This is an optimization exercise on Yosys and OpenROAD, whose aim is small area and a short achievable clock period, not a production implementation. At most, simulation tests tie the RTL to the original design; equivalence was not proved. Only the layout flow was run in runs 4 to 6; the RTL was not checked for function there. The clock port is modelled as an ideal driver; clocking choices that lean on that would not hold on a real chip. No activity file was given, so power comes from the tool's default toggle rates.

===== design/flow/config.mk =====
export PLATFORM = sky130hd
export DESIGN_NAME = tdc_click_top
export DESIGN_NICKNAME = tdc_click_top
export VERILOG_FILES = /design/flow/design.v
export SDC_FILE = /design/flow/constraint.sdc
export NUM_CORES = 4
export LEC_CHECK = 0
export CAP_MARGIN = 20
export CORE_MARGIN = 2
export CORE_UTILIZATION = 40
export SETUP_SLACK_MARGIN = 4.0
export SLEW_MARGIN = 20

===== design/flow/constraint.sdc =====
create_clock -name core_clock -period 10.0 [get_ports {clk200_i}]
set_input_delay 2.0000 -clock core_clock [delete_from_list [all_inputs] [get_ports {clk200_i}]]
set_output_delay 2.0000 -clock core_clock [all_outputs]
set_load 0.01 [all_outputs]

===== design/flow/design.v =====
`timescale 1ns/1ps
module apb_cfg_regs #(
	parameter int CNT_W = 32
) (
	input  logic             clk200_i,
	input  logic             gc_rst,
	input  logic             apb_psel_i,
	input  logic             apb_penable_i,
	input  logic             apb_pwrite_i,
	input  logic [7:0]       apb_paddr_i,
	input  logic [31:0]      apb_pwdata_i,
	output logic [31:0]      apb_prdata_o,
	output logic             apb_pready_o,
	output logic             apb_pslverr_o,
	output logic             cfg_enable,
	output logic             cfg_start,
	output logic [2:0]       cfg_mode,
	output logic [5:0]       cfg_index_bits,
	output logic [5:0]       cfg_stop_bits,
	output logic [13:0]      cfg_tdc_shift,
	output logic             shift_wr,
	output logic [31:0]      cfg_gate0,
	output logic [31:0]      cfg_gate1,
	input  logic [CNT_W-1:0] cnt_total,
	input  logic [CNT_W-1:0] cnt_click0,
	input  logic [CNT_W-1:0] cnt_click1,
	input  logic             cnt_latched
);
	localparam int TIME_W = 14;
	localparam logic [7:0] REG_CTRL   = 8'h00;
	localparam logic [7:0] REG_FRAME  = 8'h04;
	localparam logic [7:0] REG_SHIFT  = 8'h08;
	localparam logic [7:0] REG_GATE0  = 8'h0C;
	localparam logic [7:0] REG_GATE1  = 8'h10;
	localparam logic [7:0] REG_TOTAL  = 8'h14;
	localparam logic [7:0] REG_CLICK0 = 8'h18;
	localparam logic [7:0] REG_CLICK1 = 8'h1C;
	localparam logic [2:0] MODE_OFF = 3'd0;
	logic addr_hit;
	logic wr_en;
	assign addr_hit = (apb_paddr_i[7:5] == 3'd0) && (apb_paddr_i[1:0] == 2'd0);
	assign apb_pready_o  = 1'b1;
	assign apb_pslverr_o = apb_psel_i & apb_penable_i & ~addr_hit;
	assign wr_en         = apb_psel_i & apb_penable_i & apb_pwrite_i & addr_hit;
	always_ff @(posedge clk200_i or posedge gc_rst) begin
		if (gc_rst) begin
			cfg_enable     <= 1'b0;
			cfg_start      <= 1'b0;
			cfg_mode       <= MODE_OFF;
			cfg_index_bits <= '0;
			cfg_stop_bits  <= '0;
			cfg_tdc_shift  <= '0;
			cfg_gate0      <= '0;
			cfg_gate1      <= '0;
		end else if (wr_en) begin
			case (apb_paddr_i)
				REG_CTRL: begin
					cfg_enable <= apb_pwdata_i[0];
					cfg_start  <= apb_pwdata_i[1];
					cfg_mode   <= apb_pwdata_i[4:2];
				end
				REG_FRAME: begin
					cfg_index_bits <= apb_pwdata_i[5:0];
					cfg_stop_bits  <= apb_pwdata_i[13:8];
				end
				REG_SHIFT: cfg_tdc_shift <= apb_pwdata_i[TIME_W-1:0];
				REG_GATE0: cfg_gate0 <= apb_pwdata_i;
				REG_GATE1: cfg_gate1 <= apb_pwdata_i;
				default: ;
			endcase
		end
	end
	assign shift_wr = wr_en && (apb_paddr_i == REG_SHIFT);
	always_comb begin
		case (apb_paddr_i)
			REG_CTRL:   apb_prdata_o = {23'd0, cnt_latched, 3'd0, cfg_mode, cfg_start, cfg_enable};
			REG_FRAME:  apb_prdata_o = {16'd0, 2'd0, cfg_stop_bits, 2'd0, cfg_index_bits};
			REG_SHIFT:  apb_prdata_o = {18'd0, cfg_tdc_shift};
			REG_GATE0:  apb_prdata_o = cfg_gate0;
			REG_GATE1:  apb_prdata_o = cfg_gate1;
			REG_TOTAL:  apb_prdata_o = 32'(cnt_total);
			REG_CLICK0: apb_prdata_o = 32'(cnt_click0);
			REG_CLICK1: apb_prdata_o = 32'(cnt_click1);
			default:    apb_prdata_o = '0;
		endcase
	end
endmodule
`timescale 1ns/1ps
module stop_frame_rx (
	input  logic        clk200_i,
	input  logic        gc_rst,
	input  logic        frame_i,
	input  logic        sdi_i,
	input  logic        cfg_enable,
	input  logic [5:0]  cfg_index_bits,
	input  logic [5:0]  cfg_stop_bits,
	input  logic [13:0] shift_i,
	input  logic [13:0] shift_wdata_i,
	input  logic        shift_wr_i,
	output logic        stop_valid_o,
	output logic [31:0] word_o
);
	localparam int TDC_W = 32;
	localparam int STRETCH_CYCLES = 4;
	localparam logic [2:0] IDLE       = 3'd0;
	localparam logic [2:0] WAIT_FRAME = 3'd1;
	localparam logic [2:0] SKIP_INDEX = 3'd2;
	localparam logic [2:0] SHIFT_STOP = 3'd3;
	localparam logic [2:0] HOLD       = 3'd4;
	logic [2:0]       state;
	logic [6:0]       bit_cnt;
	logic             sdi_r;
	logic             sdi_2r;
	logic [TDC_W-1:0] shreg;
	logic [TDC_W-1:0] shreg_next;
	logic             last_bit;
	logic [TDC_W-1:0] sum_reg;
	logic [TDC_W-1:0] sum_wr;
	assign shreg_next = {shreg[TDC_W-2:0], sdi_2r};
	assign last_bit   = (state == SHIFT_STOP) && (bit_cnt == '0);
	assign sum_reg    = shreg_next + {18'd0, shift_i};
	assign sum_wr     = shreg_next + {18'd0, shift_wdata_i};
	always_ff @(posedge clk200_i or posedge gc_rst) begin
		if (gc_rst) begin
			state        <= IDLE;
			stop_valid_o <= 1'b0;
		end else begin
			stop_valid_o <= 1'b0;
			case (state)
				IDLE: begin
					if (cfg_enable)
						state <= WAIT_FRAME;
				end
				WAIT_FRAME: begin
					if (!cfg_enable)
						state <= IDLE;
					else if (frame_i)
						state <= SKIP_INDEX;
				end
				SKIP_INDEX: begin
					if (bit_cnt == '0)
						state <= SHIFT_STOP;
				end
				SHIFT_STOP: begin
					if (bit_cnt == '0) begin
						state        <= HOLD;
						stop_valid_o <= 1'b1;
					end
				end
				HOLD: begin
					if (bit_cnt == '0)
						state <= WAIT_FRAME;
				end
				default: state <= IDLE;
			endcase
		end
	end
	always_ff @(posedge clk200_i) begin
		if (state == WAIT_FRAME)
			bit_cnt <= {1'b0, cfg_index_bits} + 7'd1;
		else if (state == SKIP_INDEX && bit_cnt == '0)
			bit_cnt <= {1'b0, cfg_stop_bits} - 7'd1;
		else if (state == SHIFT_STOP && bit_cnt == '0)
			bit_cnt <= 7'(STRETCH_CYCLES - 1);
		else
			bit_cnt <= bit_cnt - 7'd1;
	end
	always_ff @(posedge clk200_i) begin
		sdi_r  <= sdi_i;
		sdi_2r <= sdi_r;
		if (state == WAIT_FRAME)
			shreg <= '0;
		else if (last_bit)
			shreg <= shift_wr_i ? sum_wr : sum_reg;
		else if (state == SHIFT_STOP)
			shreg <= shreg_next;
	end
	assign word_o = shreg;
endmodule
`timescale 1ns/1ps
module click_timestamp (
	input  logic        clk200_i,
	input  logic        gc_rst,
	input  logic        pps_i,
	input  logic        cfg_start,
	input  logic [2:0]  cfg_mode,
	input  logic [31:0] cfg_gate0,
	input  logic [31:0] cfg_gate1,
	input  logic        stop_valid_i,
	input  logic [31:0] word_i,
	output logic        click_pulse_o,
	output logic        in_gate0_o,
	output logic        in_gate1_o,
	output logic        gc_running_o,
	output logic        rec_valid_o,
	output logic [1:0]  rec_click_o,
	output logic [47:0] rec_gc_o,
	output logic [31:0] rec_tdc_o
);
	localparam int GC_W   = 48;
	localparam int TIME_W = 14;
	localparam int GATE_PERIOD = 625;
	localparam int GC_LATENCY = 12;
	localparam logic [GC_W-1:0] GC_INIT = {GC_W{1'b1}} - GC_W'(GC_LATENCY);
	localparam logic [2:0] MODE_NO_GATE = 3'd1;
	localparam logic [2:0] MODE_GATED   = 3'd2;
	localparam logic [1:0] IDLE       = 2'd0;
	localparam logic [1:0] WAIT_START = 2'd1;
	localparam logic [1:0] DETECT_PPS = 2'd2;
	localparam logic [1:0] RUN        = 2'd3;
	logic [1:0]        state;
	logic              pps_r;
	logic [GC_W-1:0]   gcm;
	logic [TIME_W-1:0] fine;
	logic [4:0]        k625;
	logic [9:0]        gate_mod;
	logic [TIME_W-1:0] k_off;
	logic [TIME_W-1:0] fine_off;
	logic [3:0]        bucket;
	logic [3:0]        bucket_r;
	logic              hit_g0;
	logic              hit_g1;
	logic              phase_hi;
	logic              phase_zero;
	logic              stop_run;
	logic              rec_take;
	logic [1:0]        rec_code;
	logic [2:0]        slot_lo;
	logic              stamp_cy;
	assign fine = word_i[TIME_W-1:0];
	always_comb begin
		k625  = '0;
		k_off = '0;
		for (int i = 1; i <= 26; i++) begin
			if (fine >= 14'(GATE_PERIOD * i)) begin
				k625  = 5'(i);
				k_off = 14'(GATE_PERIOD * i);
			end
		end
	end
	assign fine_off = fine - k_off;
	assign gate_mod = fine_off[9:0];
	assign phase_hi = k625[0];
	assign bucket   = (k625[4:1] >= 4'd8) ? 4'd9 : k625[4:1] + 4'd1;
	function automatic logic gate_hit(input logic [9:0] t, input logic [31:0] g);
		logic [10:0] hi;
		hi = {1'b0, g[9:0]} + {3'd0, g[31:24]};
		gate_hit = (g[23:10] == '0) && (t >= g[9:0]) && ({1'b0, t} < hi);
	endfunction
	assign hit_g0     = gate_hit(gate_mod, cfg_gate0);
	assign hit_g1     = gate_hit(gate_mod, cfg_gate1);
	assign phase_zero = (gate_mod == '0) && !phase_hi;
	assign stop_run     = stop_valid_i && (state == RUN);
	assign gc_running_o = state == RUN;
	always_comb begin
		rec_take = 1'b0;
		rec_code = 2'b11;
		case (cfg_mode)
			MODE_NO_GATE: rec_take = 1'b1;
			MODE_GATED: begin
				rec_take = (hit_g0 | hit_g1) & ~phase_zero;
				rec_code = {~hit_g0, phase_hi};
			end
			default: rec_take = 1'b0;
		endcase
	end
	always_ff @(posedge clk200_i or posedge gc_rst) begin
		if (gc_rst) begin
			state         <= IDLE;
			rec_valid_o   <= 1'b0;
			click_pulse_o <= 1'b0;
		end else begin
			case (state)
				IDLE: state <= WAIT_START;
				WAIT_START: begin
					if (cfg_start && !pps_i)
						state <= DETECT_PPS;
				end
				DETECT_PPS: begin
					if (!cfg_start)
						state <= WAIT_START;
					else if (pps_i && !pps_r)
						state <= RUN;
				end
				RUN: ;
				default: state <= IDLE;
			endcase
			rec_valid_o   <= stop_run & rec_take;
			click_pulse_o <= stop_run;
		end
	end
	always_ff @(posedge clk200_i) begin
		pps_r <= pps_i;
		if (state == RUN)
			gcm <= gcm + 1'b1;
		else
			gcm <= GC_INIT;
		in_gate0_o  <= hit_g0;
		in_gate1_o  <= hit_g1;
		rec_click_o <= rec_code;
		bucket_r    <= bucket;
	end
	assign slot_lo   = word_i[TIME_W+2:TIME_W] + 3'd1 + {2'd0, bucket_r[3]};
	assign stamp_cy  = (word_i[TIME_W+2:TIME_W] == 3'd6) & bucket_r[3];
	assign rec_gc_o  = {gcm[GC_W-1:6] + {41'd0, stamp_cy}, slot_lo, bucket_r[2:0]};
	assign rec_tdc_o = word_i;
endmodule
`timescale 1ns/1ps
module click_rate_counters #(
	parameter int WINDOW_CYCLES = 1000,
	parameter int CNT_W = $clog2(WINDOW_CYCLES / 8 + 2)
) (
	input  logic             clk200_i,
	input  logic             gc_rst,
	input  logic             click_pulse_i,
	input  logic             in_gate0_i,
	input  logic             in_gate1_i,
	input  logic             gc_running_i,
	output logic [CNT_W-1:0] cnt_total,
	output logic [CNT_W-1:0] cnt_click0,
	output logic [CNT_W-1:0] cnt_click1,
	output logic             cnt_latched,
	output logic             count_valid_o
);
	localparam int WIN_W = $clog2(WINDOW_CYCLES);
	logic [WIN_W-1:0] win_cnt;
	logic             win_end;
	logic [CNT_W-1:0] total_cnt;
	logic [CNT_W-1:0] click0_cnt;
	logic [CNT_W-1:0] click1_cnt;
	logic [CNT_W-1:0] total_next;
	logic [CNT_W-1:0] click0_next;
	logic [CNT_W-1:0] click1_next;
	assign win_end = gc_running_i && (win_cnt == WIN_W'(WINDOW_CYCLES - 1));
	assign total_next  = total_cnt + CNT_W'(click_pulse_i);
	assign click0_next = click0_cnt + CNT_W'(click_pulse_i & in_gate0_i);
	assign click1_next = click1_cnt + CNT_W'(click_pulse_i & in_gate1_i);
	always_ff @(posedge clk200_i) begin
		if (!gc_running_i || win_end) begin
			win_cnt    <= '0;
			total_cnt  <= '0;
			click0_cnt <= '0;
			click1_cnt <= '0;
		end else begin
			win_cnt    <= win_cnt + 1'b1;
			total_cnt  <= total_next;
			click0_cnt <= click0_next;
			click1_cnt <= click1_next;
		end
	end
	always_ff @(posedge clk200_i or posedge gc_rst) begin
		if (gc_rst) begin
			count_valid_o <= 1'b0;
			cnt_total     <= '0;
			cnt_click0    <= '0;
			cnt_click1    <= '0;
			cnt_latched   <= 1'b0;
		end else begin
			count_valid_o <= win_end;
			if (win_end) begin
				cnt_total   <= total_next;
				cnt_click0  <= click0_next;
				cnt_click1  <= click1_next;
				cnt_latched <= 1'b1;
			end
		end
	end
endmodule
`timescale 1ns/1ps
module tdc_click_top #(
	parameter int WINDOW_CYCLES = 1000
) (
	input  logic        clk200_i,
	input  logic        gc_rst,
	input  logic        apb_psel_i,
	input  logic        apb_penable_i,
	input  logic        apb_pwrite_i,
	input  logic [7:0]  apb_paddr_i,
	input  logic [31:0] apb_pwdata_i,
	output logic [31:0] apb_prdata_o,
	output logic        apb_pready_o,
	output logic        apb_pslverr_o,
	input  logic        frame_i,
	input  logic        sdi_i,
	input  logic        pps_i,
	output logic        rec_valid_o,
	output logic [1:0]  rec_click_o,
	output logic [47:0] rec_gc_o,
	output logic [31:0] rec_tdc_o,
	output logic        count_valid_o
);
	localparam int CNT_W = $clog2(WINDOW_CYCLES / 8 + 2);
	logic        cfg_enable;
	logic        cfg_start;
	logic [2:0]  cfg_mode;
	logic [5:0]  cfg_index_bits;
	logic [5:0]  cfg_stop_bits;
	logic [13:0] cfg_tdc_shift;
	logic [31:0] cfg_gate0;
	logic [31:0] cfg_gate1;
	logic [CNT_W-1:0] cnt_total;
	logic [CNT_W-1:0] cnt_click0;
	logic [CNT_W-1:0] cnt_click1;
	logic             cnt_latched;
	logic        stop_valid;
	logic [31:0] word;
	logic        shift_wr;
	logic        click_pulse;
	logic        in_gate0;
	logic        in_gate1;
	logic        gc_running;
	apb_cfg_regs #(
		.CNT_W (CNT_W)
	) i_apb_regs (
		.clk200_i       (clk200_i),
		.gc_rst         (gc_rst),
		.apb_psel_i     (apb_psel_i),
		.apb_penable_i  (apb_penable_i),
		.apb_pwrite_i   (apb_pwrite_i),
		.apb_paddr_i    (apb_paddr_i),
		.apb_pwdata_i   (apb_pwdata_i),
		.apb_prdata_o   (apb_prdata_o),
		.apb_pready_o   (apb_pready_o),
		.apb_pslverr_o  (apb_pslverr_o),
		.cfg_enable     (cfg_enable),
		.cfg_start      (cfg_start),
		.cfg_mode       (cfg_mode),
		.cfg_index_bits (cfg_index_bits),
		.cfg_stop_bits  (cfg_stop_bits),
		.cfg_tdc_shift  (cfg_tdc_shift),
		.shift_wr       (shift_wr),
		.cfg_gate0      (cfg_gate0),
		.cfg_gate1      (cfg_gate1),
		.cnt_total      (cnt_total),
		.cnt_click0     (cnt_click0),
		.cnt_click1     (cnt_click1),
		.cnt_latched    (cnt_latched)
	);
	stop_frame_rx i_frame_rx (
		.clk200_i       (clk200_i),
		.gc_rst         (gc_rst),
		.frame_i        (frame_i),
		.sdi_i          (sdi_i),
		.cfg_enable     (cfg_enable),
		.cfg_index_bits (cfg_index_bits),
		.cfg_stop_bits  (cfg_stop_bits),
		.shift_i        (cfg_tdc_shift),
		.shift_wdata_i  (apb_pwdata_i[13:0]),
		.shift_wr_i     (shift_wr),
		.stop_valid_o   (stop_valid),
		.word_o         (word)
	);
	click_timestamp i_timestamp (
		.clk200_i      (clk200_i),
		.gc_rst        (gc_rst),
		.pps_i         (pps_i),
		.cfg_start     (cfg_start),
		.cfg_mode      (cfg_mode),
		.cfg_gate0     (cfg_gate0),
		.cfg_gate1     (cfg_gate1),
		.stop_valid_i  (stop_valid),
		.word_i        (word),
		.click_pulse_o (click_pulse),
		.in_gate0_o    (in_gate0),
		.in_gate1_o    (in_gate1),
		.gc_running_o  (gc_running),
		.rec_valid_o   (rec_valid_o),
		.rec_click_o   (rec_click_o),
		.rec_gc_o      (rec_gc_o),
		.rec_tdc_o     (rec_tdc_o)
	);
	click_rate_counters #(
		.WINDOW_CYCLES (WINDOW_CYCLES),
		.CNT_W         (CNT_W)
	) i_rate_cnt (
		.clk200_i      (clk200_i),
		.gc_rst        (gc_rst),
		.click_pulse_i (click_pulse),
		.in_gate0_i    (in_gate0),
		.in_gate1_i    (in_gate1),
		.gc_running_i  (gc_running),
		.cnt_total     (cnt_total),
		.cnt_click0    (cnt_click0),
		.cnt_click1    (cnt_click1),
		.cnt_latched   (cnt_latched),
		.count_valid_o (count_valid_o)
	);
endmodule

===== design/flow/run.sh =====
#!/bin/bash
# synth_recipe.tcl (not shown) runs the flow's synth.tcl, then flattens the netlist and writes it again
# the make line also repeats each setting of config.mk as NAME=value (left out here)
make -C /OpenROAD-flow-scripts/flow DESIGN_CONFIG=/design/flow/config.mk WORK_HOME=/design/flow/orfs CLKGATE_MAP_FILE= SYNTH_SCRIPT=/design/flow/synth_recipe.tcl finish

==> summary.md, run 1 <==
| Metric | Value |
|---|---|
| Number of flops mapped to enable cells by yosys | 0 |
| Area post-placement | 18000 um2 |
| Detail Route Antenna Nets | 0 |
| CTS tree | yes |
| Largest net degree at the start of global routing | 68 |
| Mapped Nets | 1961 |
| Setup crit start kind | input port |
| Share of cells above drive strength 1 | 13.4% |
| First-pass GRT wire length | 78500 um |
| Worst Max-Slew Pin Slew | 1.04 ns |
| Setup Skew | 0.0305 ns |
| Initial antenna violation count | 0 |
| Leakage power | 8.59 nW |
| Setup Crit Path Kind | input port to primary output |
| WL/cell | 19.9 um |
| # rows | 73 |
| # Max-Cap Violations | 0 |
| Starting Density | 40.3% |
| Non-Filler Instances | 2515 |
| Peak Freq | 0.167 GHz |
| # clock sinks | 255 |
| Final Util | 49.4% |
| RSZ-0062 raised after global routing | yes |
| Slew Limit Fails | 0 |
| PortBufs | 164 |
| Worst-skew pair later-pin latency | 0.58 ns |
| Root buf cell | clkbuf_16 |
| GPL Wtd Cong | 0.937 |
| Post-synth ARST share | 49.4% |
| Ant diodes | 0 |
| Total Routing Usage GR | 23.7% |
| Rel. slew slack | 30.5% |
| Reg-to-reg critical path startpoint | i_frame_rx.shreg[6] |
| Die height | 203 um |
| Fin crit period | 5.99 ns |
| Crit. End Element | primary output |
| Number of H-tree levels | 1 |
| CTS Buffer Depth | 3 |
| Setup TNS | 0 ns |
| Vias in the first global route | 13900 |
| Clk pin slew, worst setup/hold paths | 0.06 ns |
| Inst Count DP | 2436 |
| Final Hold Vio Count | 0 |
| Core footprint | 39500 um2 |
| Fin crit share | 59.9% |
| Ports | 166 |
| Cell area after layout | 19500 um2 |
| Synth warn | 4 |
| DRC viols | 0 |
| Synth area leaders | dfrtp_1, dfxtp_1, ha_1 |
| Cell taking the most area after synthesis | dfrtp_1 |
| Top cell types by occurrence after synthesis | nand2_1, nor2_1, dfxtp_1 |
| Tightest Hold Check Type | flip-flop to flip-flop |
| Layout net count | 2112 |
| Post-synth top area share | 19.8% |
| Post-synth top flop | dfxtp_1 |
| Avg Cell Area, Syn | 8.75 um2 |
| WP data required | 8.00 ns |
| VDD IR max | 0.111 mV |
| Routed wire length | 50100 um |
| Synth Instances | 1816 |
| Die footprint | 41300 um2 |
| CTS Hold Buffers Added | 0 |
| Grt ovf | 0 |
| Vias per inst | 5.72 |
| Drt first pass iters | 7 |
| Total number of vias | 14400 |
| Status | timing/DRC/antenna clean |
| PwrDens | 144 nW/um2 |
| Worst Path Arrival | 3.99 ns |
| DR iter-0 viols | 1230 |
| Min-delay src | i_frame_rx.sdi_r |
| Setup violators final | 0 |
| Detailed Place HPWL | 36000 um |
| Die Span X | 203 um |
| TritonCTS Buffers | 29 |
| Area grow syn2layout | 22.6% |
| Synth Register Bits | 255 |
| Highest net fanout along the worst path | 6 |
| Worst setup startpoint | apb_paddr_i[7] |
| Most frequent cell after synthesis | nand2_1 |
| Sequential fraction of the synthesis area | 36.1% |
| Hold WS | 0.398 ns |
| Synth Cell Area | 15900 um2 |
| Netlist cell types | 77 |
## final cells by class
class	instances	area [um2]
Fill cell	3756	20000
Multi-Input combinational cell	1411	9800
Sequential cell	255	5750
Timing Repair Buffer	211	2040
Clock buffer	42	845
Tap cell	525	657
Inverter	59	225
Clock inverter	12	168
## stage by stage
stage                     total power [mW]  worst slack, ns
after floorplan                       1.50             4.02
after global placement                1.66             3.06
after detailed placement              1.67             2.96
after CTS                             2.83             3.85
after global routing                  2.96             3.70
final                                 2.81             4.01
## cells in the final DEF, fill, tap and decap left out, types with 56 or more instances in the layout
cell,count
nor2_1,122
o21ai_0,108
nand2_1,223
nand3_1,75
mux2_2,95
inv_1,56
xor2_1,67
dfxtp_1,121
xnor2_1,73
ha_1,92
clkdlybuf4s50_1,131
dfrtp_1,126
a21oi_1,71
## sequential cells by signal, summed over array words and instances, names as in the netlist, 2 cells and up
register / count
i_frame_rx.shreg: 32
i_apb_regs.cfg_mode: 3
i_apb_regs.cfg_tdc_shift: 14
i_timestamp.rec_click_o: 2
i_apb_regs.cfg_gate1: 32
i_apb_regs.cfg_gate0: 32
i_rate_cnt.win_cnt: 10
i_rate_cnt.click1_cnt: 7
i_timestamp.state: 2
i_frame_rx.bit_cnt: 7
i_rate_cnt.total_cnt: 7
i_timestamp.bucket_r: 4
i_rate_cnt.click0_cnt: 7
i_frame_rx.state: 3
i_rate_cnt.cnt_click1: 7
i_apb_regs.cfg_index_bits: 6
i_timestamp.gcm: 48
i_apb_regs.cfg_stop_bits: 6
i_rate_cnt.cnt_total: 7
i_rate_cnt.cnt_click0: 7
## per-layer routing
| layer | GRT usage [%] | vias up | share of wire [%] |
|---|---|---|---|
| met5 | 0 | - | 0 |
| met4 | 7.51 | 0 | 3.1 |
| met3 | 3.66 | 104 | 5.6 |
| met2 | 38.4 | 426 | 46 |
| met1 | 32.4 | 7005 | 45 |
| li1 | - | 6858 | - |
## where the power goes
| part | internal (mW) | switching [mW] |
|---|---|---|
| sequential | 1.06 | 0.0407 |
| clock | 0.687 | 0.448 |
| combinational | 0.225 | 0.348 |
## worst max-delay path, cell delays in order
cell and delay, ns:
clkdlybuf4s50_1 0.44, nor3_4 0.28, nand2_2 0.14, nor4b_4 0.31, buf_4 0.19, buf_6 0.13, a222oi_1 0.08, nand3_1 0.13
dlygate4sd2_1 0.28
## path summary, 6_finish.rpt
path,endpoint,slack (ns),depth (start not counted)
worst max-delay path,apb_prdata_o[5],4.01,9
worst min-delay path,i_frame_rx.sdi_2r,0.40,0
worst max register to register,i_timestamp.rec_valid_o,4.11,24
worst min register to register,i_frame_rx.sdi_2r,0.40,0
max in group asynchronous,i_frame_rx.state[1],6.68,3
min in group asynchronous,i_apb_regs.cfg_gate1[21],1.94,2
## repair_timing
action | 4_1_cts | 5_1_grt
hold endpoints to repair | 0 | 0
gates resized for setup | 73 | 49
setup endpoints to repair | 47 | 45
cloned | 3 | 1
pin swaps | 7 | 15
setup buffers | 14 | 6
## kinds of logic after synthesis
group | share of synthesized area, %
AND/OR/NAND/NOR | 20.8
multiplexers | 7.43
buffers and inverters | 3.69
AO/OA/AOI/OAI | 16.0
XOR/XNOR | 7.88
adder cells (fa/ha/maj) | 8.08
flip-flops | 36.1
other | 0.0236
==> inputs of run 2 (changes only) <==
--- a/design/flow/config.mk
+++ b/design/flow/config.mk
@@ -10,3 +10,3 @@
 export CORE_UTILIZATION = 40
-export SETUP_SLACK_MARGIN = 4.0
+export SETUP_SLACK_MARGIN = 4.5
 export SLEW_MARGIN = 20
==> summary.md, run 2 <==
| Metric | Value |
|---|---|
| Netlist cell types | 77 (unchanged) |
| Peak Freq | 0.178 GHz (was 0.167 GHz) |
| Synth warn | 4 (unchanged) |
| Worst-skew pair later-pin latency | 0.59 ns (was 0.58 ns) |
| Number of flip-flops under the largest register name | 48 (unchanged) |
| Routed wire length | 49900 um (was 50100 um) |
| Cell area after layout | 20200 um2 (was 19500 um2) |
| PortBufs | 164 (unchanged) |
| Most frequent cells in the layout | nand2_1, dfrtp_1, clkdlybuf4s50_1 (was nand2_1, clkdlybuf4s50_1, dfrtp_1) |
| Tightest Hold Check Type | flip-flop to flip-flop (unchanged) |
| DRC viols | 0 (unchanged) |
| Synth Cell Area | 15900 um2 (unchanged) |
| Worst Max-Slew Pin Slew | 0.971 ns (was 1.04 ns) |
| Post-synth top flop | dfxtp_1 (unchanged) |
| Synth Instances | 1816 (unchanged) |
| Starting Density | 40.3% (unchanged) |
| Crit-path max cell delay | 0.34 ns (was 0.44 ns) |
| Share of cells above drive strength 1 | 19.1% (was 13.4%) |
| Synth Register Bits | 255 (unchanged) |
| DR iter-0 viols | 944 (was 1230) |
| Setup violators final | 0 (unchanged) |
| Final Hold Vio Count | 0 (unchanged) |
| Largest Register | i_timestamp.gcm (unchanged) |
| Vias in the first global route | 14000 (was 13900) |
| WP data required | 8.00 ns (about the same) |
| Clk pin slew, worst setup/hold paths | 0.06 ns (about the same) |
| Reg-to-reg critical path startpoint | i_frame_rx.shreg[2] (was i_frame_rx.shreg[6]) |
| Ports | 166 (unchanged) |
| First-pass GRT wire length | 78400 um (was 78500 um) |
| CTS Buffer Depth | 3 (unchanged) |
| WL/cell | 19.5 um (was 19.9 um) |
| Number of flops mapped to enable cells by yosys | 0 (unchanged) |
| Worst R2R Path Depth | 27 (was 24) |
| Post-synth top area share | 19.8% (unchanged) |
| Highest net fanout along the worst path | 4 (was 6) |
| Setup Skew | 0.0341 ns (was 0.0305 ns) |
| Status | timing/DRC/antenna clean (unchanged) |
| # clock sinks | 255 (unchanged) |
| Detail Route Antenna Nets | 0 (unchanged) |
| Mapped Nets | 1961 (unchanged) |
| Top cell types by occurrence after synthesis | nand2_1, nor2_1, dfxtp_1 (unchanged) |
| Total Routing Usage GR | 23.5% (was 23.7%) |
| Grt ovf | 0 (unchanged) |
| Number of H-tree levels | 1 (unchanged) |
| Slew Limit Fails | 0 (unchanged) |
| Critical path, cell by cell | buf_6 > nor3_4 > nand2_2 > nor4b_4 > buf_4 > buf_6 > buf_12 > buf_6 > a222oi_1 > nand2_1 > buf_2 (was clkdlybuf4s50_1 > nor3_4 > nand2_2 > nor4b_4 > buf_4 > buf_6 > a222oi_1 > nand3_1 > dlygate4sd2_1) |
| Critical path's top delay family | simple AND/OR/NAND/NOR gates (was buffers and inverters) |
| WHS Path Cells | 0 (unchanged) |
| Setup crit start kind | input port (unchanged) |
| Cell taking the most area after synthesis | dfrtp_1 (unchanged) |
| Area post-placement | 18000 um2 (about the same) |
| Min-delay src | i_frame_rx.sdi_r (unchanged) |
| Ant diodes | 0 (unchanged) |
| PwrDens | 145 nW/um2 (was 144 nW/um2) |
| Die height | 203 um (unchanged) |
| Hold Path End | i_frame_rx.sdi_2r (unchanged) |
| Setup Crit Path Kind | input port to primary output (unchanged) |
| Die Span X | 203 um (unchanged) |
| Layout net count | 2155 (was 2112) |
| Crit. End Element | primary output (unchanged) |
| Core footprint | 39500 um2 (unchanged) |
| Worst Path Arrival | 3.61 ns (was 3.99 ns) |
| Leakage power | 8.84 nW (was 8.59 nW) |
| GPL Wtd Cong | 0.890 (was 0.937) |
| Total number of vias | 14600 (was 14400) |
| VDD IR max | 0.121 mV (was 0.111 mV) |
| Largest net degree at the start of global routing | 72 (was 68) |
| Root buf cell | clkbuf_16 (unchanged) |
| TritonCTS Buffers | 29 (unchanged) |
| Crit path top cell by count | buf_6 |
| # Max-Cap Violations | 0 (unchanged) |
| FF-to-FF setup slack | 4.67 ns (was 4.11 ns) |
| Detailed Place HPWL | 35600 um (was 36000 um) |
| Drt first pass iters | 6 (was 7) |
| # rows | 73 (unchanged) |
| Initial antenna violation count | 0 (unchanged) |
| RSZ-0062 raised after global routing | yes (unchanged) |
| Vias per inst | 5.69 (was 5.72) |
| CTS Hold Buffers Added | 0 (unchanged) |
| Rel. slew slack | 35.2% (was 30.5%) |
| Synth area leaders | dfrtp_1, dfxtp_1, ha_1 (unchanged) |
| Setup TNS | 0 ns (unchanged) |
| Sequential fraction of the synthesis area | 36.1% (unchanged) |
| Commonest non-fill, non-tap cell in the layout | nand2_1 (unchanged) |
| Crit-path slowest cell | nor4b_4 (was clkdlybuf4s50_1) |
| CTS tree | yes (unchanged) |
| Fin crit period | 5.61 ns (was 5.99 ns) |
| RR Endpoint | i_timestamp.rec_valid_o (unchanged) |
| Most frequent cell after synthesis | nand2_1 (unchanged) |
| Area grow syn2layout | 27.3% (was 22.6%) |
| Buf/Inv on CP | 6 (was 4) |
| Post-synth ARST share | 49.4% (unchanged) |
| Avg Cell Area, Syn | 8.75 um2 (unchanged) |
| Fin crit share | 56.1% (was 59.9%) |
| Die footprint | 41300 um2 (unchanged) |
run 2: cell types whose count changed in the layout (fill, tap and decap cells not counted), moves of 8 or more:
cell,change
nand2_2,+8
buf_4,+29
dlygate4sd2_1,-14
buf_2,+24
dfxtp_4,+10
buf_6,+13
nand2_1,-8
run 2: kinds of logic (layout without fill, tap and decap cells):
group,Yosys count,after routing,share of synthesized area (%)
buffers and inverters,150,367,3.69
XOR/XNOR,143,143,7.88
multiplexers,106,106,7.43
adder cells (fa/ha/maj),101,101,8.08
AO/OA/AOI/OAI,376,376,16.0
AND/OR/NAND/NOR,684,684,20.8
flip-flops,255,255,36.1
other,1,1,0.0236
run 2: power by group:
group          switching [mW]  internal (mW)  leakage, nW
Sequential             0.0518           1.06         2.72
Clock                   0.457          0.770        0.537
Combinational           0.344          0.240         5.59
Total                   0.853           2.07         8.84
run 2: cell type report:
class	instances	area, um2
Fill cell	3689	19200
Multi-Input combinational cell	1411	10100
Sequential cell	255	5780
Timing Repair Buffer	254	2390
Clock buffer	37	796
Tap cell	525	657
Clock inverter	17	305
Inverter	59	225
run 2: worst max path at each step:
stage | startpoint | to | slack, ns | cells after the start
after floorplan | apb_paddr_i[5] | apb_prdata_o[6] | 4.50 | 6
final | apb_paddr_i[5] | apb_prdata_o[6] | 4.39 | 11
after CTS | apb_paddr_i[4] | apb_prdata_o[6] | 4.47 | 9
after global placement | apb_paddr_i[5] | apb_prdata_o[6] | 2.94 | 8
after global routing | i_frame_rx.shreg[2] | i_timestamp.rec_valid_o | 4.28 | 27
after detailed placement | apb_paddr_i[5] | apb_prdata_o[6] | 2.87 | 8
run 2: routing by layer:
metal	share of wire, %	up-vias	global-route usage [%]	wire length (um)
met2	46	407	38.4	23200
met3	4.8	84	2.86	2370
met1	46	7139	32.7	23000
met4	2.7	0	6.36	1340
li1	-	6935	-	-
met5	0	-	0	0
run 2: repair_timing:
| item | in CTS | in global routing |
|---|---|---|
| gates cloned | 3 | 2 |
| setup endpoints to repair | 68 | 60 |
| endpoints found under the hold margin | 0 | 0 |
| pin swaps | 19 | 33 |
| setup buffers | 41 | 26 |
| gates resized for setup | 200 | 97 |
run 2: stage by stage:
stage	utilization [%]	worst slack, ns	hold slack [ns]	std cells	power [mW]
after floorplan	-	4.50	0.310	1816	1.50
after global placement	45.7	2.94	0.318	2430	1.66
after detailed placement	45.7	2.87	0.321	2430	1.67
after CTS	50.0	4.47	0.353	2528	2.92
after global routing	51.2	4.28	0.354	2558	3.07
final	51.2	4.39	0.353	2558	2.92
==> inputs of run 3 (changes only) <==
==> design/flow/flow/run.sh (new file) <==
#!/bin/bash
# layout flow: the standard flow with the smallest buffer on the ports
export BUFFER_PORTS_ARGS="-buffer_cell sky130_fd_sc_hd__buf_1"
bash standard.sh > standard.log 2>&1
==> design/flow/standard.sh (new file) <==
#!/bin/bash
# synth_recipe.tcl (not shown) runs the flow's synth.tcl, then flattens the netlist and writes it again
# the make line also repeats each setting of config.mk as NAME=value (left out here)
make -C /OpenROAD-flow-scripts/flow DESIGN_CONFIG=/design/flow/config.mk WORK_HOME=/design/flow/orfs CLKGATE_MAP_FILE= SYNTH_SCRIPT=/design/flow/synth_recipe.tcl "${@:-finish}"
removed: design/flow/run.sh
==> summary.md, run 3 <==
| Metric | Value |
|---|---|
| RSZ-0062 raised after global routing | yes (unchanged) |
| Core footprint | 39500 um2 (unchanged) |
| Number of flops mapped to enable cells by yosys | 0 (unchanged) |
| Status | timing/DRC/antenna clean (unchanged) |
| Grt peak-use layer | met2 (unchanged) |
| # clock sinks | 255 (unchanged) |
| Number of H-tree levels | 2 (was 1) |
| VDD IR max | 0.132 mV (was 0.121 mV) |
| Crit. End Element | primary output (unchanged) |
| WL/cell | 19.6 um (was 19.5 um) |
| Most frequent cells in the layout | nand2_1, buf_1, dfrtp_1 (was nand2_1, dfrtp_1, clkdlybuf4s50_1) |
| Worst-skew pair later-pin latency | 0.55 ns (was 0.59 ns) |
| Setup Skew | 0.0216 ns (was 0.0341 ns) |
| Starting Density | 40.3% (unchanged) |
| Ports | 166 (unchanged) |
| Top cell types by occurrence after synthesis | nand2_1, nor2_1, dfxtp_1 (unchanged) |
| Area grow syn2layout | 20.2% (was 27.3%) |
| Highest net fanout along the worst path | 6 (was 4) |
| Detail Route Antenna Nets | 0 (unchanged) |
| Initial antenna violation count | 0 (unchanged) |
| Peak Freq | 0.182 GHz (was 0.178 GHz) |
| Synth warn | 4 (unchanged) |
| GPL Wtd Cong | 0.913 (was 0.890) |
| Tightest Hold Check Type | flip-flop to flip-flop (unchanged) |
| Avg Cell Area, Syn | 8.75 um2 (unchanged) |
| Detailed Place HPWL | 35800 um (was 35600 um) |
| Worst Path Arrival | 3.49 ns (was 3.61 ns) |
| Ant diodes | 0 (unchanged) |
| Root buf cell | clkbuf_16 (unchanged) |
| Worst Max-Slew Pin Slew | 1.08 ns (was 0.971 ns) |
| # Max-Cap Violations | 0 (unchanged) |
| Most frequent cell after synthesis | nand2_1 (unchanged) |
| First-pass GRT wire length | 77400 um (was 78400 um) |
| Synth Instances | 1816 (unchanged) |
| Die footprint | 41300 um2 (unchanged) |
| Post-synth top flop | dfxtp_1 (unchanged) |
| Setup TNS | 0 ns (unchanged) |
| Cell taking the most area after synthesis | dfrtp_1 (unchanged) |
| PortBufs | 164 (unchanged) |
| Setup crit start kind | input port (unchanged) |
| Final Util | 48.4% (was 51.2%) |
| DRC viols | 0 (unchanged) |
| Vias per inst | 5.75 (was 5.69) |
| WP data required | 8.00 ns (about the same) |
| Die height | 203 um (unchanged) |
| Rel. slew slack | 27.8% (was 35.2%) |
| CTS Hold Buffers Added | 0 (unchanged) |
| PwrDens | 156 nW/um2 (was 145 nW/um2) |
| Fin crit share | 54.9% (was 56.1%) |
| Sequential fraction of the synthesis area | 36.1% (unchanged) |
| Setup Crit Path Kind | input port to primary output (unchanged) |
| GR Util met2 | 38.1% (was 38.4%) |
| Routed wire length | 49800 um (was 49900 um) |
| Netlist cell types | 77 (unchanged) |
| Post-synth ARST share | 49.4% (unchanged) |
| DR iter-0 viols | 1087 (was 944) |
| CTS tree | yes (unchanged) |
| GRT met1 Usage | 32.5% (was 32.7%) |
| Synth area leaders | dfrtp_1, dfxtp_1, ha_1 (unchanged) |
| Die Span X | 203 um (unchanged) |
| Clk pin slew, worst setup/hold paths | 0.06 ns (about the same) |
| Number of flip-flops under the largest register name | 48 (unchanged) |
| CTS Buffer Depth | 3 (unchanged) |
| Post-synth top area share | 19.8% (unchanged) |
| Total Routing Usage GR | 23.3% (was 23.5%) |
| Largest net degree at the start of global routing | 77 (was 72) |
| # rows | 73 (unchanged) |
| Fin crit period | 5.49 ns (was 5.61 ns) |
| Vias in the first global route | 13800 (was 14000) |
| Synth Cell Area | 15900 um2 (unchanged) |
| Share of cells above drive strength 1 | 16.4% (was 19.1%) |
| Layout net count | 2137 (was 2155) |
| Total number of vias | 14600 (about the same) |
| Largest Register | i_timestamp.gcm (unchanged) |
| Grt ovf | 0 (unchanged) |
| Slew Limit Fails | 0 (unchanged) |
| Leakage power | 8.27 nW (was 8.84 nW) |
| Final Hold Vio Count | 0 (unchanged) |
| Met3 Usage GRT | 2.83% (was 2.86%) |
| TritonCTS Buffers | 34 (was 29) |
| Mapped Nets | 1961 (unchanged) |
| Synth Register Bits | 255 (unchanged) |
| Setup violators final | 0 (unchanged) |
| Commonest non-fill, non-tap cell in the layout | nand2_1 (unchanged) |
| Drt first pass iters | 6 (unchanged) |
run 3: cell counts after synthesis:
Identical to the previous run, type by type.
run 3: per-layer routing:
layer	wire, um	part of all wire (%)	up-vias
met1	22300	45	7154
met2	23500	47	479
met5	0	0	-
met4	977	2.0	0
li1	-	-	6920
met3	2950	5.9	76
run 3: cell type report:
cell class                      instances  area [um2]
Clock buffer                           49         988
Clock inverter                         12         194
Fill cell                            3856       20400
Inverter                               59         225
Multi-Input combinational cell       1411       10000
Sequential cell                       255        5780
Tap cell                              525         657
Timing Repair Buffer                  231        1250
run 3: metrics by stage:
stage	worst slack [ns]	hold WS, ns	cells	area, um2	total power [mW]
CTS	4.40	0.383	2506	18400	2.97
finish	4.51	0.391	2542	19100	2.97
global route	4.38	0.386	2542	19100	3.11
detailed placement	3.46	0.365	2434	17000	1.65
global placement	3.51	0.392	2434	17000	1.64
floorplan	4.50	0.310	1816	15900	1.50
run 3: what timing repair did:
action	4_1_cts	5_1_grt
resized for setup	47	108
pin swaps	9	40
setup buffers	11	33
cloned	0	3
endpoints found under the setup margin	49	54
run 3: cell families (layout without fill, tap and decap cells):
logic type,count (synthesis),after routing,share of synthesized area [%]
other cells,1,1,0.0236
mux,106,106,7.43
simple gates,684,684,20.8
fa+ha+maj,101,101,8.08
flops,255,255,36.1
xor+xnor,143,143,7.88
compound gates,376,376,16.0
buf+inv,150,351,3.69
run 3: final timing paths:
kind,startpoint,endpoint,slack [ns],cells past startpoint
hold reg to reg,i_frame_rx.sdi_r,i_frame_rx.sdi_2r,0.39,0
setup / recovery,apb_paddr_i[7],apb_prdata_o[5],4.51,9
hold / removal,i_frame_rx.sdi_r,i_frame_rx.sdi_2r,0.39,0
min in group asynchronous,gc_rst,i_apb_regs.cfg_gate1[14],1.56,2
setup reg to reg,i_frame_rx.shreg[5],i_timestamp.rec_valid_o,4.70,26
max in group asynchronous,gc_rst,i_timestamp.click_pulse_o,7.00,3
run 3: worst max-delay path, cell delays in order:
cell      delay (ns)
buf_6           0.10
nor3_4          0.30
nand2_4         0.12
nor4b_4         0.26
buf_4           0.19
buf_6           0.14
a222oi_1        0.09
nand3_1         0.15
buf_2           0.15
run 3: where the power goes:
group | internal (mW) | switching [mW] | leakage, nW | total (mW)
Combinational | 0.214 | 0.353 | 4.98 | 0.567
Clock | 0.817 | 0.478 | 0.575 | 1.29
Sequential | 1.06 | 0.0463 | 2.72 | 1.11
Total | 2.09 | 0.877 | 8.27 | 2.97
==> inputs of run 4 (changes only) <==
--- a/design/flow/design.v
+++ b/design/flow/design.v
@@ -116,8 +116,14 @@
 	logic             last_bit;
-	logic [TDC_W-1:0] sum_reg;
-	logic [TDC_W-1:0] sum_wr;
+	logic [14:0]      sum_reg;
+	logic [14:0]      sum_wr;
+	logic [14:0]      sum_lo;
+	logic [TDC_W-1:14] up;
+	logic [TDC_W-1:14] up_inc;
 	assign shreg_next = {shreg[TDC_W-2:0], sdi_2r};
 	assign last_bit   = (state == SHIFT_STOP) && (bit_cnt == '0);
-	assign sum_reg    = shreg_next + {18'd0, shift_i};
-	assign sum_wr     = shreg_next + {18'd0, shift_wdata_i};
+	assign sum_reg    = {1'b0, shreg_next[13:0]} + {1'b0, shift_i};
+	assign sum_wr     = {1'b0, shreg_next[13:0]} + {1'b0, shift_wdata_i};
+	assign sum_lo     = shift_wr_i ? sum_wr : sum_reg;
+	assign up         = shreg_next[TDC_W-1:14];
+	assign up_inc     = up + 1'b1;
 	always_ff @(posedge clk200_i or posedge gc_rst) begin
@@ -173,3 +179,3 @@
 		else if (last_bit)
-			shreg <= shift_wr_i ? sum_wr : sum_reg;
+			shreg <= {sum_lo[14] ? up_inc : up, sum_lo[13:0]};
 		else if (state == SHIFT_STOP)
==> summary.md, run 4 <==
| Metric | Value |
|---|---|
| Setup Crit Path Kind | input port to primary output (unchanged) |
| Worst-skew pair later-pin latency | 0.61 ns (was 0.55 ns) |
| Area grow syn2layout | 20.7% (was 20.2%) |
| Synth Cell Area | 15900 um2 (about the same) |
| Met3 wire len | 2580 um (was 2950 um) |
| Synth area leaders | dfrtp_1, dfxtp_1, mux2_2 (was dfrtp_1, dfxtp_1, ha_1) |
| Setup Skew | 0.0528 ns (was 0.0216 ns) |
| WP data required | 8.00 ns (about the same) |
| RSZ-0062 raised after global routing | yes (unchanged) |
| Fillers | 3724 (was 3856) |
| # rows | 73 (unchanged) |
| Drt first pass iters | 5 (was 6) |
| Clk pwr share | 47.1% (was 43.6%) |
| First-pass GRT wire length | 74800 um (was 77400 um) |
| Number of flops mapped to enable cells by yosys | 0 (unchanged) |
| Setup violators final | 0 (unchanged) |
| Initial antenna violation count | 1 (was 0) |
| Cell area after layout | 19200 um2 (was 19100 um2) |
| Most frequent cell after synthesis | nand2_1 (unchanged) |
| Final Util | 48.6% (was 48.4%) |
| Worst Path Arrival | 3.78 ns (was 3.49 ns) |
| DRT met1 WL | 21100 um (was 22300 um) |
| Ant diodes | 0 (unchanged) |
| Avg Cell Area, Syn | 8.98 um2 (was 8.75 um2) |
| PwrDens | 134 nW/um2 (was 156 nW/um2) |
| WL/cell | 19.4 um (was 19.6 um) |
| Tightest Hold Check Type | flip-flop to flip-flop (unchanged) |
| Setup crit start kind | input port (unchanged) |
| Crit. End Element | primary output (unchanged) |
| Post-synth top flop | dfxtp_1 (unchanged) |
| Die footprint | 41400 um2 (was 41300 um2) |
| PortBufs | 164 (unchanged) |
| Area post-placement | 16900 um2 (was 17000 um2) |
| Status | timing/DRC/antenna clean (unchanged) |
| Number of flip-flops under the largest register name | 48 (unchanged) |
| Ports | 166 (unchanged) |
| Fin crit share | 57.8% (was 54.9%) |
| Die height | 204 um (was 203 um) |
| Leakage power | 8.30 nW (was 8.27 nW) |
| VDD IR max | 0.157 mV (was 0.132 mV) |
| Vias per inst | 5.65 (was 5.75) |
| Reg-to-reg critical path startpoint | i_frame_rx.shreg[1] (was i_frame_rx.shreg[5]) |
| Switch share | 27.2% (was 29.5%) |
| Routed wire length | 48100 um (was 49800 um) |
| Commonest non-fill, non-tap cell in the layout | nand2_1 (unchanged) |
| Reg power frac | 42.2% (was 37.3%) |
| Number of H-tree levels | 1 (was 2) |
| # Max-Cap Violations | 0 (unchanged) |
| Worst setup startpoint | apb_paddr_i[7] (unchanged) |
| Largest Register | i_timestamp.gcm (unchanged) |
| # clock sinks | 255 (unchanged) |
| Highest net fanout along the worst path | 8 (was 6) |
| Cell taking the most area after synthesis | dfrtp_1 (unchanged) |
| Logic pwr share | 10.7% (was 19.1%) |
| Post-synth ARST share | 49.4% (unchanged) |
| Detailed Place HPWL | 33800 um (was 35800 um) |
| Largest net degree at the start of global routing | 74 (was 77) |
| Final Hold Vio Count | 0 (unchanged) |
| Core footprint | 39500 um2 (about the same) |
| Top cell types by occurrence after synthesis | nand2_1, nor2_1, dfxtp_1 (unchanged) |
| Psw | 0.699 mW (was 0.877 mW) |
| CTS tree | yes (unchanged) |
| Synth Register Bits | 255 (unchanged) |
| CTS Buffer Depth | 3 (unchanged) |
| Rel. slew slack | 30.8% (was 27.8%) |
| Vias in the first global route | 13600 (was 13800) |
| Synth warn | 4 (unchanged) |
| Clk pin slew, worst setup/hold paths | 0.06 ns (about the same) |
| Internal Power | 1.87 mW (was 2.09 mW) |
| TritonCTS Buffers | 30 (was 34) |
| DRC viols | 0 (unchanged) |
| Layout net count | 2085 (was 2137) |
| Netlist cell types | 85 (was 77) |
| Peak Freq | 0.173 GHz (was 0.182 GHz) |
| DR iter-0 viols | 1069 (was 1087) |
| Die Span X | 204 um (was 203 um) |
| Mapped Nets | 1919 (was 1961) |
| Share of cells above drive strength 1 | 19.2% (was 16.4%) |
| Starting Density | 40.3% (about the same) |
| Fin crit period | 5.78 ns (was 5.49 ns) |
| Sequential fraction of the synthesis area | 36.0% (was 36.1%) |
| Detail Route Antenna Nets | 0 (unchanged) |
| Min-delay src | i_frame_rx.sdi_r (unchanged) |
| Post-synth top area share | 19.8% (about the same) |
| Most frequent cells in the layout | nand2_1, buf_1, dfrtp_1 (unchanged) |
| Total number of vias | 14100 (was 14600) |
| Worst Max-Slew Pin Slew | 1.04 ns (was 1.08 ns) |
| GPL Wtd Cong | 0.916 (was 0.913) |
| Synth Instances | 1773 (was 1816) |
| Grt ovf | 0 (unchanged) |
| Slew Limit Fails | 0 (unchanged) |
| WL met2 | 23200 um (was 23500 um) |
| Setup TNS | 0 ns (unchanged) |
| Max layer used | met4 (unchanged) |
| Root buf cell | clkbuf_16 (unchanged) |
| Total Routing Usage GR | 22.4% (was 23.3%) |
==> run 4: changes by cell type after synthesis, sizes merged, moves of 10 or more <==
| cell | change |
|---|---|
| a222oi | -13 |
| nand3 | -15 |
| nor2b | -12 |
| and3 | +10 |
| xnor2 | +21 |
| o21ai | -17 |
| clkbuf | -12 |
| buf | +11 |
| nand2 | -24 |
| mux2 | +16 |
| a22oi | +10 |
==> run 4: cell type report <==
type,count,area (um2),share of cell area [%]
Clock buffer,34,786,4.09
Multi-Input combinational cell,1368,10100,52.4
Clock inverter,22,305,1.59
Timing Repair Buffer,223,1390,7.25
Sequential cell,255,5770,30.0
Tap cell,525,657,3.42
Inverter,61,231,1.20
==> run 4: path summary, 6_finish.rpt <==
path,cells after the start,slack [ns],to
worst max-delay path,11,4.22,apb_prdata_o[10]
worst min-delay path,0,0.33,i_frame_rx.sdi_2r
worst max register to register,24,4.62,i_timestamp.rec_valid_o
worst min register to register,0,0.33,i_frame_rx.sdi_2r
max in group asynchronous,3,7.07,i_apb_regs.cfg_tdc_shift[8]
min in group asynchronous,2,1.52,i_rate_cnt.cnt_click1[2]
==> run 4: per-stage QoR <==
| stage | power (mW) | worst slack [ns] | hold slack [ns] | instances |
|---|---|---|---|---|
| 2_1_floorplan | 1.30 | 4.36 | 0.310 | 1773 |
| 3_3_place_gp | 1.37 | 3.28 | 0.318 | 2384 |
| 3_5_place_dp | 1.38 | 3.14 | 0.323 | 2384 |
| 4_1_cts | 2.59 | 4.31 | 0.337 | 2464 |
| 5_1_grt | 2.68 | 4.17 | 0.341 | 2488 |
| 6_report | 2.57 | 4.22 | 0.333 | 2488 |
==> run 4: cells by family (layout without fill, tap and decap cells) <==
kind of cell / Yosys count / count (layout) / synth area share, %
simple gates: 622 / 623 / 19.1
other cells: 1 / 1 / 0.0235
flops: 255 / 255 / 36.0
buf+inv: 151 / 340 / 4.10
compound gates: 360 / 360 / 15.3
fa+ha+maj: 99 / 99 / 7.95
mux: 117 / 117 / 8.23
xor+xnor: 168 / 168 / 9.33
==> run 4: worst max-delay path: stages <==
cell and delay (ns):
buf_1 0.07, or3_4 0.40, nor3_4 0.20, buf_12 0.14, nand2_4 0.08, nor3_4 0.22, buf_12 0.14, buf_12 0.12
a22oi_1 0.08, nand2_1 0.15, buf_2 0.16
==> run 4: layer usage <==
metal | global-route usage (%) | up-vias
met3 | 3.21 | 87
met1 | 29.9 | 6923
met2 | 37.9 | 388
li1 | - | 6655
met4 | 6.10 | 0
met5 | 0 | -
==> run 4: timing repair <==
item / CTS / global route
setup endpoints to repair: 60 / 63
pin swaps: 37 / 42
hold buffers: 0 / 0
resized for setup: 96 / 82
gates cloned: 2 / 3
buffers inserted: 22 / 21
==> run 4: power groups by stage <==
stage          Combinational [mW]  Sequential [mW]  Clock [mW]
6_report                    0.274             1.08        1.21
3_3_place_gp                0.267             1.11           0
4_1_cts                     0.276             1.09        1.23
3_5_place_dp                0.271             1.11           0
5_1_grt                     0.309             1.09        1.28
2_1_floorplan               0.201             1.10           0
==> inputs of run 5 (changes only) <==
--- a/design/flow/config.mk
+++ b/design/flow/config.mk
@@ -10,2 +10,5 @@
 export CORE_UTILIZATION = 40
+export CTS_BUF_LIST = sky130_fd_sc_hd__clkbuf_8
+export CTS_CLUSTER_DIAMETER = 60
+export CTS_CLUSTER_SIZE = 16
 export SETUP_SLACK_MARGIN = 4.5
==> summary.md, run 5 <==
| Metric | Value |
|---|---|
| Status | timing/DRC/antenna clean (unchanged) |
| DRC viols | 0 (unchanged) |
| Worst R2R Path Depth | 24 (unchanged) |
| Main combinational cell family by area after synthesis | simple AND/OR/NAND/NOR gates (unchanged) |
| FF-to-FF setup slack | 4.47 ns (was 4.62 ns) |
| Area post-placement | 16900 um2 (unchanged) |
| Area grow syn2layout | 18.9% (was 20.7%) |
| Top cell types by occurrence after synthesis | nand2_1, nor2_1, dfxtp_1 (unchanged) |
| Post-route total power | 2.21 mW (was 2.57 mW) |
| TritonCTS Buffers | 30 (unchanged) |
| Worst Path Arrival | 3.78 ns (about the same) |
| Root buf cell | clkbuf_8 (was clkbuf_16) |
| Avg Cell Area, Syn | 8.98 um2 (unchanged) |
| # clock sinks | 255 (unchanged) |
| Number of flip-flops under the largest register name | 48 (unchanged) |
| Met3 Usage GRT | 3.24% (was 3.21%) |
| RSZ-0062 raised after global routing | yes (unchanged) |
| Slew Limit Fails | 0 (unchanged) |
| Tightest Hold Check Type | flip-flop to flip-flop (unchanged) |
| Commonest non-fill, non-tap cell in the layout | nand2_1 (unchanged) |
| # rows | 73 (unchanged) |
| VDD IR max | 0.0907 mV (was 0.157 mV) |
| Total Routing Usage GR | 22.4% (about the same) |
| Setup Skew | 0.0276 ns (was 0.0528 ns) |
| Setup TNS | 0 ns (unchanged) |
| Vias per inst | 5.59 (was 5.65) |
| WHS Path Cells | 0 (unchanged) |
| Critical path's top delay family | buffers and inverters (was simple AND/OR/NAND/NOR gates) |
| Netlist cell types | 85 (unchanged) |
| Setup Crit Path Kind | input port to primary output (unchanged) |
| Worst Max-Slew Pin Slew | 1.09 ns (was 1.04 ns) |
| Die footprint | 41400 um2 (unchanged) |
| Peak Freq | 0.173 GHz (about the same) |
| Cell area after layout | 18900 um2 (was 19200 um2) |
| PwrDens | 116 nW/um2 (was 134 nW/um2) |
| CTS Hold Buffers Added | 0 (unchanged) |
| Die height | 204 um (unchanged) |
| Synth Area in Compound Gates | 15.3% (unchanged) |
| Largest net degree at the start of global routing | 74 (unchanged) |
| Most frequent cell after synthesis | nand2_1 (unchanged) |
| Clk pin slew, worst setup/hold paths | 0.08 ns (was 0.06 ns) |
| Hold WS | 0.337 ns (was 0.333 ns) |
| Synth Area in Adders | 7.95% (unchanged) |
| CTS Buffer Depth | 3 (unchanged) |
| GR Util met2 | 37.5% (was 37.9%) |
| Number of H-tree levels | 1 (unchanged) |
| Synth Cell Area | 15900 um2 (unchanged) |
| # Max-Cap Violations | 0 (unchanged) |
| Core footprint | 39500 um2 (unchanged) |
| Critical path, cell by cell | buf_1 > or3_4 > nor3_4 > buf_12 > buf_12 > nand2_8 > nor2_4 > buf_12 > buf_12 > buf_12 > a222oi_1 > inv_1 > buf_6 (was buf_1 > or3_4 > nor3_4 > buf_12 > nand2_4 > nor3_4 > buf_12 > buf_12 > a22oi_1 > nand2_1 > buf_2) |
| Worst-skew pair later-pin latency | 0.65 ns (was 0.61 ns) |
| Cell taking the most area after synthesis | dfrtp_1 (unchanged) |
| Non-Filler Instances | 2495 (was 2488) |
| Mapped Nets | 1919 (unchanged) |
| Grt ovf | 0 (unchanged) |
| Starting Density | 40.3% (unchanged) |
| Detail Route Antenna Nets | 0 (unchanged) |
| Crit. End Element | primary output (unchanged) |
| Final Util | 47.9% (was 48.6%) |
| Mux cell area share after synthesis | 8.23% (unchanged) |
| Total number of vias | 13900 (was 14100) |
| Reg-to-reg critical path startpoint | i_frame_rx.shreg[1] (unchanged) |
| PortBufs | 164 (unchanged) |
| Synth Register Bits | 255 (unchanged) |
| Post-Synth Simple-Gate Area | 19.1% (unchanged) |
| Grt peak-use layer | met2 (unchanged) |
| First-pass GRT wire length | 74500 um (was 74800 um) |
| Synth Instances | 1773 (unchanged) |
| Setup violators final | 0 (unchanged) |
| CTS tree | yes (unchanged) |
| RR Endpoint | i_timestamp.rec_valid_o (unchanged) |
| Crit-path max cell delay | 0.40 ns (about the same) |
| Min-delay src | i_frame_rx.sdi_r (unchanged) |
| Final Hold Vio Count | 0 (unchanged) |
| Crit-path slowest cell | or3_4 (unchanged) |
| Hold Path End | i_frame_rx.sdi_2r (unchanged) |
| Ant diodes | 0 (unchanged) |
| WP data required | 8.00 ns (about the same) |
| Ports | 166 (unchanged) |
| Synth area leaders | dfrtp_1, dfxtp_1, mux2_2 (unchanged) |
| Fin crit period | 5.78 ns (about the same) |
| WL/cell | 19.0 um (was 19.4 um) |
| DR iter-0 viols | 1012 (was 1069) |
| Setup ws final | 4.22 ns (about the same) |
| Sequential fraction of the synthesis area | 36.0% (unchanged) |
| Post-synth ARST share | 49.4% (unchanged) |
| Vias in the first global route | 13600 (about the same) |
| Drt first pass iters | 5 (unchanged) |
| Dpl ws | 3.14 ns (unchanged) |
| Crit path top cell by count | buf_12 (unchanged) |
| Fin crit share | 57.8% (about the same) |
| Layout net count | 2093 (was 2085) |
| Buf/Inv on CP | 8 (was 5) |
| Largest Register | i_timestamp.gcm (unchanged) |
| Highest net fanout along the worst path | 7 (was 8) |
| Leakage power | 8.16 nW (was 8.30 nW) |
| Share of cells above drive strength 1 | 19.8% (was 19.2%) |
| Post-Synth XOR/XNOR Area | 9.33% (unchanged) |
| Setup crit start kind | input port (unchanged) |
| Number of flops mapped to enable cells by yosys | 0 (unchanged) |
| Post-synth top flop | dfxtp_1 (unchanged) |
| GPL Wtd Cong | 0.916 (unchanged) |
| GRT met1 Usage | 30.1% (was 29.9%) |
| Detailed Place HPWL | 33800 um (unchanged) |
| Inst Count DP | 2384 (unchanged) |
| Die Span X | 204 um (unchanged) |
| Fillers | 3792 (was 3724) |
| Rel. slew slack | 27.0% (was 30.8%) |
| Routed wire length | 47400 um (was 48100 um) |
| Most frequent cells in the layout | nand2_1, buf_1, dfrtp_1 (unchanged) |
| Initial antenna violation count | 1 (unchanged) |
| Synth warn | 4 (unchanged) |
| Post-synth top area share | 19.8% (unchanged) |
==> run 5: cell counts after synthesis <==
Identical to the previous run, type by type.
==> run 5: worst max path at each step <==
| stage | end | slack (ns) | from | cells past startpoint |
|---|---|---|---|---|
| global route | apb_prdata_o[12] | 4.16 | apb_paddr_i[7] | 13 |
| global placement | i_frame_rx.shreg[20] | 3.28 | apb_paddr_i[5] | 18 |
| CTS | apb_prdata_o[6] | 4.28 | apb_paddr_i[7] | 13 |
| detailed placement | i_frame_rx.shreg[20] | 3.14 | apb_paddr_i[5] | 18 |
| floorplan | i_frame_rx.shreg[19] | 4.36 | apb_paddr_i[5] | 17 |
| finish | apb_prdata_o[7] | 4.22 | apb_paddr_i[7] | 13 |
==> run 5: report_power, final <==
part	internal (mW)	total [mW]	leakage [nW]	switching (mW)
Clock	0.368	0.846	0.356	0.478
Combinational	0.0936	0.276	5.00	0.182
Sequential	1.05	1.08	2.81	0.0321
Total	1.51	2.21	8.16	0.692
==> run 5: metal layers <==
layer	wire length, um	part of all wire [%]	vias up
li1	-	-	6672
met1	20800	44	6811
met2	22600	48	374
met3	2550	5.4	92
met4	1380	2.9	0
met5	0	0	-
==> run 5: cell families after synthesis <==
kind of cell / after synthesis
AOI/OAI and AO/OA: 360
xor gates and xnor gates: 168
adders and majority gates: 99
buffers and inverters: 151
DFF: 255
muxes: 117
other: 1
and+or+nand+nor: 622
==> run 5: final cells by class <==
cell class              count  area (um2)  area share [%]
multi-input cells        1368       10100            53.3
clock inverters            22         250            1.32
well taps                 525         657            3.47
repair buffers            231        1490            7.84
clock buffers              33         454            2.40
flip-flops and latches    255        5770            30.5
inverters                  61         231            1.22
==> run 5: timing repair <==
action                                 4_1_cts  5_1_grt
gates resized for setup                    124       76
endpoints found under the hold margin        0        0
setup buffers                               31       20
cloned                                       5        0
setup endpoints to repair                   63       63
pin swaps                                   31       22
==> run 5: worst reg2reg max path: cells and delay by family, from the launching register on <==
family	cells	cell delay (ns)
buffers and inverters	1	0.20
and+or+nand+nor	3	0.54
AOI/OAI and AO/OA	17	3.42
xor gates and xnor gates	1	0.35
DFF	1	0.38
adders and majority gates	2	0.53
==> inputs of run 6 (changes only) <==
==> design/flow/flow/run.sh (replaced) <==
#!/bin/bash
# layout flow: the standard flow with the smallest buffer on the ports and an
# area recovery step (flow/downsize.tcl) after clock tree synthesis
export BUFFER_PORTS_ARGS="-buffer_cell sky130_fd_sc_hd__buf_1"
export POST_CTS_TCL="$(pwd)/flow/downsize.tcl"
bash standard.sh > standard.log 2>&1
==> design/flow/flow/downsize.tcl (new file) <==
# area recovery after clock tree synthesis: give each logic cell the smallest
# drive strength of its kind that keeps the worst setup slack where it is;
# flip-flops, clock tree cells and tie/tap/fill cells are left alone
estimate_parasitics -placement
set ws0 [sta::worst_slack_cmd max]
set a0 [rsz::design_area]
set n 0
foreach inst [get_cells *] {
  set lc [get_property $inst ref_name]
  if {![regexp {^(sky130_fd_sc_hd__\w+?)_(\d+)$} $lc -> base sz]} continue
  if {[regexp {df|dl|clk|tap|fill|decap|conb|diode|lpflow|probe} $base]} continue
  set cands {}
  foreach s {0 1 2 4 6 8 12 16} {
    if {$s < $sz} {
      set c [get_lib_cells -quiet ${base}_$s]
      if {[llength $c]} { lappend cands $c }
    }
  }
  foreach c $cands {
    replace_cell $inst $c
    if {[sta::worst_slack_cmd max] >= $ws0 - 2e-12} {
      incr n
      break
    }
    replace_cell $inst [get_lib_cells $lc]
  }
}
puts "downsize: $n cells, worst slack [sta::worst_slack_cmd max] (was $ws0), area [rsz::design_area] (was $a0)"
==> summary.md, run 6 <==
| Metric | Value |
|---|---|
| Critical path, cell by cell | buf_1 > or3_4 > nor3_4 > buf_12 > buf_12 > nand2_8 > nor2_4 > buf_6 > buf_6 > a22o_1 > a221oi_2 > nand3_1 > buf_2 (was buf_1 > or3_4 > nor3_4 > buf_12 > buf_12 > nand2_8 > nor2_4 > buf_12 > buf_12 > buf_12 > a222oi_1 > inv_1 > buf_6) |
| Sequential fraction of the synthesis area | 36.0% (unchanged) |
| Worst Max-Slew Pin Slew | 1.30 ns (was 1.09 ns) |
| Synth Area in Compound Gates | 15.3% (unchanged) |
| Most frequent cell after synthesis | nand2_1 (unchanged) |
| Setup violators final | 0 (unchanged) |
| VDD IR max | 0.0902 mV (was 0.0907 mV) |
| Starting Density | 40.3% (unchanged) |
| Leakage power | 8.24 nW (was 8.16 nW) |
| Status | timing/DRC/antenna clean (unchanged) |
| Min-delay src | i_frame_rx.sdi_r (unchanged) |
| Post-Synth XOR/XNOR Area | 9.33% (unchanged) |
| DRC viols | 0 (unchanged) |
| WP data required | 8.00 ns (about the same) |
| Grt ovf | 0 (unchanged) |
| Post-synth top flop | dfxtp_1 (unchanged) |
| Mapped Nets | 1919 (unchanged) |
| Detail Route Antenna Nets | 0 (unchanged) |
| Tightest Hold Check Type | flip-flop to flip-flop (unchanged) |
| Post-synth ARST share | 49.4% (unchanged) |
| Synth Cell Area | 15900 um2 (unchanged) |
| Number of flops mapped to enable cells by yosys | 0 (unchanged) |
| CTS tree | yes (unchanged) |
| WHS Path Cells | 0 (unchanged) |
| Drt first pass iters | 5 (unchanged) |
| WL/cell | 19.0 um (about the same) |
| Core footprint | 39500 um2 (unchanged) |
| Layout net count | 2103 (was 2093) |
| Die footprint | 41400 um2 (unchanged) |
| Area of the multi-input gates | 9970 um2 (was 10100 um2) |
| Ant diodes | 0 (unchanged) |
| RR Endpoint | i_timestamp.rec_valid_o (unchanged) |
| Crit-path max cell delay | 0.40 ns (about the same) |
| Synth Instances | 1773 (unchanged) |
| Slew Limit Fails | 0 (unchanged) |
| Die height | 204 um (unchanged) |
| Highest net fanout along the worst path | 3 (was 7) |
| Largest Register | i_timestamp.gcm (unchanged) |
| Setup ws final | 4.11 ns (was 4.22 ns) |
| # clock sinks | 255 (unchanged) |
| Die Span X | 204 um (unchanged) |
| Fillers | 3790 (was 3792) |
| Critical path's top delay family | simple AND/OR/NAND/NOR gates (was buffers and inverters) |
| Setup Skew | 0.0362 ns (was 0.0276 ns) |
| Synth Register Bits | 255 (unchanged) |
| Crit. End Element | primary output (unchanged) |
| Post-Synth Simple-Gate Area | 19.1% (unchanged) |
| Area grow syn2layout | 18.7% (was 18.9%) |
| Hold Path End | i_frame_rx.sdi_2r (unchanged) |
run 6: layer usage:
layer,vias up,global-route usage (%),share of wire [%]
li1,6715,-,-
met1,6885,30.1,44
met2,435,37.5,48
met3,93,3.15,5.7
met4,0,6.60,2.9
met5,-,0,0
run 6: logic make-up (layout without fill, tap and decap cells):
group                      count (synthesis)  count (layout)
xor gates and xnor gates                 168             168
other                                      1               1
and+or+nand+nor                          622             623
buffers and inverters                    151             357
DFF                                      255             255
adders and majority gates                 99              99
AOI/OAI and AO/OA                        360             360
muxes                                    117             117
run 6: layout make-up:
| type | instances | share of cell area (%) |
|---|---|---|
| clock buffers | 33 | 2.40 |
| inverters | 61 | 1.22 |
| flip-flops and latches | 255 | 30.5 |
| well taps | 525 | 3.47 |
| clock inverters | 22 | 1.32 |
| repair buffers | 241 | 8.30 |
| multi-input cells | 1368 | 52.7 |
run 6: worst max path at each step:
stage | from | end | slack [ns] | cells after the start
2_1_floorplan | apb_paddr_i[5] | i_frame_rx.shreg[19] | 4.36 | 17
3_3_place_gp | apb_paddr_i[5] | i_frame_rx.shreg[20] | 3.28 | 18
3_5_place_dp | apb_paddr_i[5] | i_frame_rx.shreg[20] | 3.14 | 18
5_1_grt | apb_paddr_i[5] | apb_prdata_o[1] | 4.05 | 13
6_report | apb_paddr_i[5] | apb_prdata_o[1] | 4.11 | 13
run 6: stage by stage:
| step | cells | power [mW] | utilization (%) | area [um2] | hold WS (ns) |
|---|---|---|---|---|---|
| 2_1_floorplan | 1773 | 1.30 | - | 16000 | 0.310 |
| 3_3_place_gp | 2384 | 1.37 | 42.8 | 16900 | 0.318 |
| 3_5_place_dp | 2384 | 1.38 | 42.8 | 16900 | 0.323 |
| 5_1_grt | 2505 | 2.31 | 47.8 | 18900 | 0.346 |
| 6_report | 2505 | 2.21 | 47.8 | 18900 | 0.340 |
run 6: power by group:
group | total (mW) | internal, mW | switching (mW)
clock network | 0.850 | 0.368 | 0.482
logic | 0.272 | 0.0920 | 0.180
registers | 1.08 | 1.05 | 0.0316

Re-timed with assumed drivers on the ports (clkbuf_16 on the clock, buf_2 on other inputs), run 6 has 4.086 ns of setup slack against 4.111 ns with ideal ports, and 3.703 ns once port delays also move by the mid clock arrival of 0.683 ns.
